This design comes from an exercise in tuning for small area on the open sky130 flow, not from production work.
The RTL was checked by simulation tests, not by an equivalence proof against the original design.
Power is estimated from default activity; no workload was simulated.

## wip/ember
==> flow/design.v <==
`default_nettype none
package sonar_pkg;
    localparam int BUS_W = 16;                  
    localparam logic [3:0] SOC_REGION = 4'd3;   
endpackage
`default_nettype wire
`timescale 1ns/100ps
`default_nettype none
module sonar_clock_gen (
    input  wire logic        wb_clk_i,
    input  wire logic        wb_rst_i,
    input  wire logic [31:0] wdat_i,
    input  wire logic        presc_wr_i,
    output logic [31:0]      presc_o,
    output logic             ce_pdm_o,
    output logic             ce_pcm_o,
    output logic             sstb_o,      
    output logic             lstb_o,      
    output logic             wclr_o,      
    output logic             mclk_o
);
    logic ph1, ph0;
    always_ff @(posedge wb_clk_i) begin
        if (wb_rst_i) begin
            ph1 <= 1'b1;
            ph0 <= 1'b0;
        end else begin
            ph1 <= ph0;
            ph0 <= ~ph1;
        end
    end
    assign mclk_o   = ~ph1;
    assign ce_pdm_o = ~ph1 & ~ph0;
    logic [31:0] pcnt;
    assign ce_pcm_o = ce_pdm_o && (pcnt == presc_o);
    always_ff @(posedge wb_clk_i) begin
        if (wb_rst_i) begin
            presc_o <= 32'd49;
        end else if (presc_wr_i) begin
            presc_o <= wdat_i;
        end
        if (wb_rst_i || presc_wr_i || ce_pcm_o)
            pcnt <= '0;
        else
            pcnt <= pcnt + 32'(ce_pdm_o);
    end
    logic rst_q1, rst_q2;
    always_ff @(posedge wb_clk_i) begin
        if (wb_rst_i) begin
            sstb_o <= 1'b0;
            lstb_o <= 1'b0;
        end else begin
            sstb_o <= ce_pcm_o;
            lstb_o <= sstb_o;
        end
        rst_q1 <= wb_rst_i;
        rst_q2 <= rst_q1;
    end
    assign wclr_o = rst_q1 | rst_q2;
endmodule
`default_nettype wire
`timescale 1ns/100ps
`default_nettype none
module sonar_add
#(
    parameter int N = 16,
    parameter int K = 3,
    parameter int R = 0      
) (
    input  wire logic [N-1:0] a_i,
    input  wire logic [N-1:0] b_i,
    input  wire logic         c_i,
    output logic [N:0]        s_o
);
    localparam int NB = R + (N - R + K - 1) / K;
    logic [NB:0] c;
    assign c[0] = c_i;
    for (genvar j = 0; j < NB; j++) begin : g_blk
        localparam int LO = (j < R) ? j : R + (j - R) * K;
        localparam int BK = (j < R) ? 1 : K;
        localparam int BW = (LO + BK <= N) ? BK : N - LO;
        logic [BW:0] t;
        assign t = {1'b0, a_i[LO +: BW]} + {1'b0, b_i[LO +: BW]} + {{BW{1'b0}}, c[j]};
        assign s_o[LO +: BW] = t[BW-1:0];
        assign c[j+1] = t[BW];
    end
    assign s_o[N] = c[NB];
endmodule
`default_nettype wire
`timescale 1ns/100ps
`default_nettype none
module sonar_channel (
    input  wire logic                        wb_clk_i,
    input  wire logic                        wb_rst_i,
    input  wire logic                        ce_pdm_i,
    input  wire logic                        ce_pcm_i,
    input  wire logic                        sstb_i,
    input  wire logic                        lstb_i,
    input  wire logic                        wclr_i,      
    input  wire logic                        pdm_i,
    input  wire logic                        mclear_i,
    input  wire logic                        thresh_wr_i,
    input  wire logic [sonar_pkg::BUS_W-1:0] wdat_i,
    output logic [sonar_pkg::BUS_W-1:0]      sample_o,
    output logic [sonar_pkg::BUS_W-1:0]      level_o,
    output logic [sonar_pkg::BUS_W-1:0]      thresh_o,
    output logic                             echo_o
);
    localparam int W = sonar_pkg::BUS_W;
    logic [W-1:0] cnt;
    logic [W:0]   a1, a2;      
    logic [W:0]   pair;        
    logic [W+1:0] sum;
    sonar_add #(.N(W))   u_pair (.a_i(sample_o), .b_i(cnt), .c_i(1'b0), .s_o(pair));
    sonar_add #(.N(W+1)) u_sum  (.a_i(pair),     .b_i(a2),  .c_i(1'b0), .s_o(sum));
    logic [W-1:0] inc;
    assign inc = cnt + W'(ce_pdm_i & pdm_i);
    always_ff @(posedge wb_clk_i) begin
        if (wb_rst_i || sstb_i)
            cnt <= '0;
        else if (ce_pcm_i)
            cnt <= sample_o;
        else
            cnt <= inc;
    end
    always_ff @(posedge wb_clk_i) begin
        if (wb_rst_i)
            sample_o <= '0;
        else if (ce_pcm_i)
            sample_o <= inc;
    end
    always_ff @(posedge wb_clk_i) begin
        if (sstb_i || wclr_i) begin
            a1 <= pair;
            a2 <= a1;
        end
    end
    always_ff @(posedge wb_clk_i) begin
        if (wb_rst_i)
            level_o <= '0;
        else if (sstb_i)
            level_o <= sum[W+1:2];
    end
    always_ff @(posedge wb_clk_i) begin
        if (wb_rst_i) begin
            thresh_o <= '1;
            echo_o   <= 1'b0;
        end else begin
            if (thresh_wr_i)
                thresh_o <= wdat_i;
            if (mclear_i || thresh_wr_i)
                echo_o <= 1'b0;
            else if (lstb_i && (level_o > thresh_o))
                echo_o <= 1'b1;
        end
    end
endmodule
`default_nettype wire
`timescale 1ns/100ps
`default_nettype none
module wb_sonar_regs
#(
    parameter int N_CHANNELS = 4
) (
    input  wire logic                                   wb_clk_i,
    input  wire logic                                   wb_rst_i,
    input  wire logic                                   wbs_cyc_i,
    input  wire logic                                   wbs_stb_i,
    input  wire logic                                   wbs_we_i,
    input  wire logic [3:0]                             wbs_sel_i,
    input  wire logic [31:0]                            wbs_adr_i,
    output logic                                        wbs_ack_o,
    output logic [31:0]                                 wbs_dat_o,
    input  wire logic [N_CHANNELS*sonar_pkg::BUS_W-1:0] sample_i,
    input  wire logic [N_CHANNELS*sonar_pkg::BUS_W-1:0] level_i,
    input  wire logic [N_CHANNELS*sonar_pkg::BUS_W-1:0] thresh_i,
    input  wire logic [N_CHANNELS-1:0]                  echo_i,
    input  wire logic [31:0]                            presc_i,
    output logic                                        presc_wr_o,
    output logic [N_CHANNELS-1:0]                       thresh_wr_o,
    output logic                                        irq_o
);
    localparam int W = sonar_pkg::BUS_W;
    logic            acc;
    logic            wr;
    logic [8:0]      word;
    logic [W-1:0]    ch_rdat;
    logic [31:0]     rd_nxt;
    logic [N_CHANNELS-1:0] status_q;
    assign acc  = wbs_cyc_i && wbs_stb_i && (wbs_adr_i[31:28] == sonar_pkg::SOC_REGION) && !wbs_ack_o;
    assign wr   = acc && wbs_we_i && wbs_sel_i[0];
    assign word = wbs_adr_i[10:2];
    assign presc_wr_o = wr && (word == 9'd1);
    for (genvar c = 0; c < N_CHANNELS; c++) begin : g_wr
        assign thresh_wr_o[c] = wr && (word == 9'(2 + 16 * c));
    end
    always_comb begin
        ch_rdat = '0;
        if (word[8:6] == 3'd0) begin
            case (word[3:0])
                4'd2: ch_rdat = thresh_i[word[5:4]*W +: W];
                4'd3: ch_rdat = sample_i[word[5:4]*W +: W];
                4'd4: ch_rdat = level_i[word[5:4]*W +: W];
                default: ch_rdat = '0;
            endcase
        end
        case (word)
            9'd0:    rd_nxt = 32'(status_q);
            9'd1:    rd_nxt = presc_i;
            default: rd_nxt = {{(32-W){ch_rdat[W-1]}}, ch_rdat};
        endcase
    end
    always_ff @(posedge wb_clk_i) begin
        if (wb_rst_i) begin
            wbs_ack_o <= 1'b0;
            status_q  <= '0;
        end else begin
            wbs_ack_o <= acc;
            status_q  <= echo_i;
        end
    end
    always_ff @(posedge wb_clk_i) begin
        wbs_dat_o <= rd_nxt;
    end
    assign irq_o = |status_q;
endmodule
`default_nettype wire
`timescale 1ns/100ps
`default_nettype none
module sonar_top
#(
    parameter int N_CHANNELS = 4,
    parameter int PDM_DIV    = 4,
    parameter int WIN_LOG2   = 2
) (
    input  wire logic                  wb_clk_i,
    input  wire logic                  wb_rst_i,
    input  wire logic                  wbs_cyc_i,
    input  wire logic                  wbs_stb_i,
    input  wire logic                  wbs_we_i,
    input  wire logic [3:0]            wbs_sel_i,
    input  wire logic [31:0]           wbs_adr_i,
    input  wire logic [31:0]           wbs_dat_i,
    output logic                       wbs_ack_o,
    output logic [31:0]                wbs_dat_o,
    input  wire logic [N_CHANNELS-1:0] pdm_i,
    input  wire logic                  mclear_i,
    output logic                       mclk_o,
    output logic                       irq_o
);
    localparam int W = sonar_pkg::BUS_W;
    logic        ce_pdm, ce_pcm, sstb, lstb, wclr;
    logic [31:0] presc;
    logic        presc_wr;
    logic [N_CHANNELS-1:0]   thresh_wr;
    logic [N_CHANNELS*W-1:0] sample, level, thresh;
    logic [N_CHANNELS-1:0]   echo;
    sonar_clock_gen u_clk (
        .wb_clk_i   (wb_clk_i),
        .wb_rst_i   (wb_rst_i),
        .wdat_i     (wbs_dat_i),
        .presc_wr_i (presc_wr),
        .presc_o    (presc),
        .ce_pdm_o   (ce_pdm),
        .ce_pcm_o   (ce_pcm),
        .sstb_o     (sstb),
        .lstb_o     (lstb),
        .wclr_o     (wclr),
        .mclk_o     (mclk_o)
    );
    wb_sonar_regs #(
        .N_CHANNELS (N_CHANNELS)
    ) u_regs (
        .wb_clk_i    (wb_clk_i),
        .wb_rst_i    (wb_rst_i),
        .wbs_cyc_i   (wbs_cyc_i),
        .wbs_stb_i   (wbs_stb_i),
        .wbs_we_i    (wbs_we_i),
        .wbs_sel_i   (wbs_sel_i),
        .wbs_adr_i   (wbs_adr_i),
        .wbs_ack_o   (wbs_ack_o),
        .wbs_dat_o   (wbs_dat_o),
        .sample_i    (sample),
        .level_i     (level),
        .thresh_i    (thresh),
        .echo_i      (echo),
        .presc_i     (presc),
        .presc_wr_o  (presc_wr),
        .thresh_wr_o (thresh_wr),
        .irq_o       (irq_o)
    );
    for (genvar c = 0; c < N_CHANNELS; c++) begin : g_chan
        sonar_channel u_chan (
            .wb_clk_i    (wb_clk_i),
            .wb_rst_i    (wb_rst_i),
            .ce_pdm_i    (ce_pdm),
            .ce_pcm_i    (ce_pcm),
            .sstb_i      (sstb),
            .lstb_i      (lstb),
            .wclr_i      (wclr),
            .pdm_i       (pdm_i[c]),
            .mclear_i    (mclear_i),
            .thresh_wr_i (thresh_wr[c]),
            .wdat_i      (wbs_dat_i[W-1:0]),
            .sample_o    (sample[c*W +: W]),
            .level_o     (level[c*W +: W]),
            .thresh_o    (thresh[c*W +: W]),
            .echo_o      (echo[c])
        );
    end
endmodule
`default_nettype wire
clock: 6.0 ns
lec_check: 0
cap_margin: 20
core_margin: 2
core_utilization: 40
slew_margin: 20
standard.sh (not shown) runs the stock make flow with config.mk's settings and CLKGATE_MAP_FILE= SYNTH_SCRIPT=/design/flow/synth_recipe.tcl, a recipe that flattens the netlist after the stock synthesis.
==> flow/flow/run.sh <==
#!/bin/bash
# Standard layout, with clock tree synthesis told not to add dummy loads and to
# cluster sinks into groups a clkbuf_8 can drive within the clock-pin slew limit.
set -euo pipefail
CTS="-sink_clustering_enable -repair_clock_nets -dont_use_dummy_load"
CTS="$CTS -sink_clustering_size 18 -sink_clustering_max_diameter 50"
CTS="$CTS -buf_list sky130_fd_sc_hd__clkbuf_8"
bash standard.sh "CTS_ARGS=$CTS" finish > standard.log 2>&1
Inputs modified between wip/ember and wip/tundra:
Settings: a change of CORE_UTILIZATION from 40 to 65.
==> flow/flow/run.sh <==
#!/bin/bash
# Standard layout with two changes: ports get the smallest buffer (buf_1)
# instead of clkdlybuf4s50_1, and clock tree synthesis adds no dummy loads and
# clusters sinks into groups a clkbuf_8 can drive within the clock-pin slew limit.
set -euo pipefail
CTS="-sink_clustering_enable -repair_clock_nets -dont_use_dummy_load"
CTS="$CTS -sink_clustering_size 18 -sink_clustering_max_diameter 50"
CTS="$CTS -buf_list sky130_fd_sc_hd__clkbuf_8"
bash standard.sh "CTS_ARGS=$CTS" "BUFFER_PORTS_ARGS=-buffer_cell sky130_fd_sc_hd__buf_1" finish > standard.log 2>&1
## What came out
All-layer global routing usage is lower on wip/ember
Of the two values seen for termination of the worst setup path, g_chan[0].u_chan.level_o[14] was produced by wip/ember and g_chan[1].u_chan.level_o[14] by wip/tundra.
The lower maximum frequency came out of wip/tundra.
Overall die area down 0.025 mm^2 in wip/tundra wrt wip/ember
On met1 capacity usage during global routing: between wip/ember and wip/tundra, it ends up higher for wip/tundra.
Going from wip/ember to wip/tundra, count of clock-buffer cells in the layout lower, sum of internal, switching and leakage power decreased by 0.18 mW relative to the old numbers, half-perimeter wire length after placement has decreased, cell count saw a decrease.

[re-timing with driven ports]
No port has a modelled driver above. Below, the same layouts with a new extraction and two added sets of constraints. Step 1, drivers: a clkbuf_16 drives wb_clk_i and a buf_2 each remaining input, both assumed. Step 2, shift: input delay + t, output delay - t, t = (earliest + latest rising clock arrival at the registers) / 2. This alone moves slack from input paths to output paths. Slacks: no drivers / after step 1 / after step 2; pairs: no drivers / after step 1.
| run | shift t [ns] | setup slack, ns | latest minus earliest clock arrival (ns) | worst slew at a driven data input, ns | pins driven straight from the clock port |
|---|---|---|---|---|---|
| wip/ember | 0.716 | 0.395 / 0.395 / 0.395 | 0.075 / 0.075 | 0.07 | 1 |
| wip/tundra | 0.688 | 0.364 / 0.364 / 0.364 | 0.072 / 0.073 | 0.08 | 1 |
After both steps setup and hold are still met in every run listed.
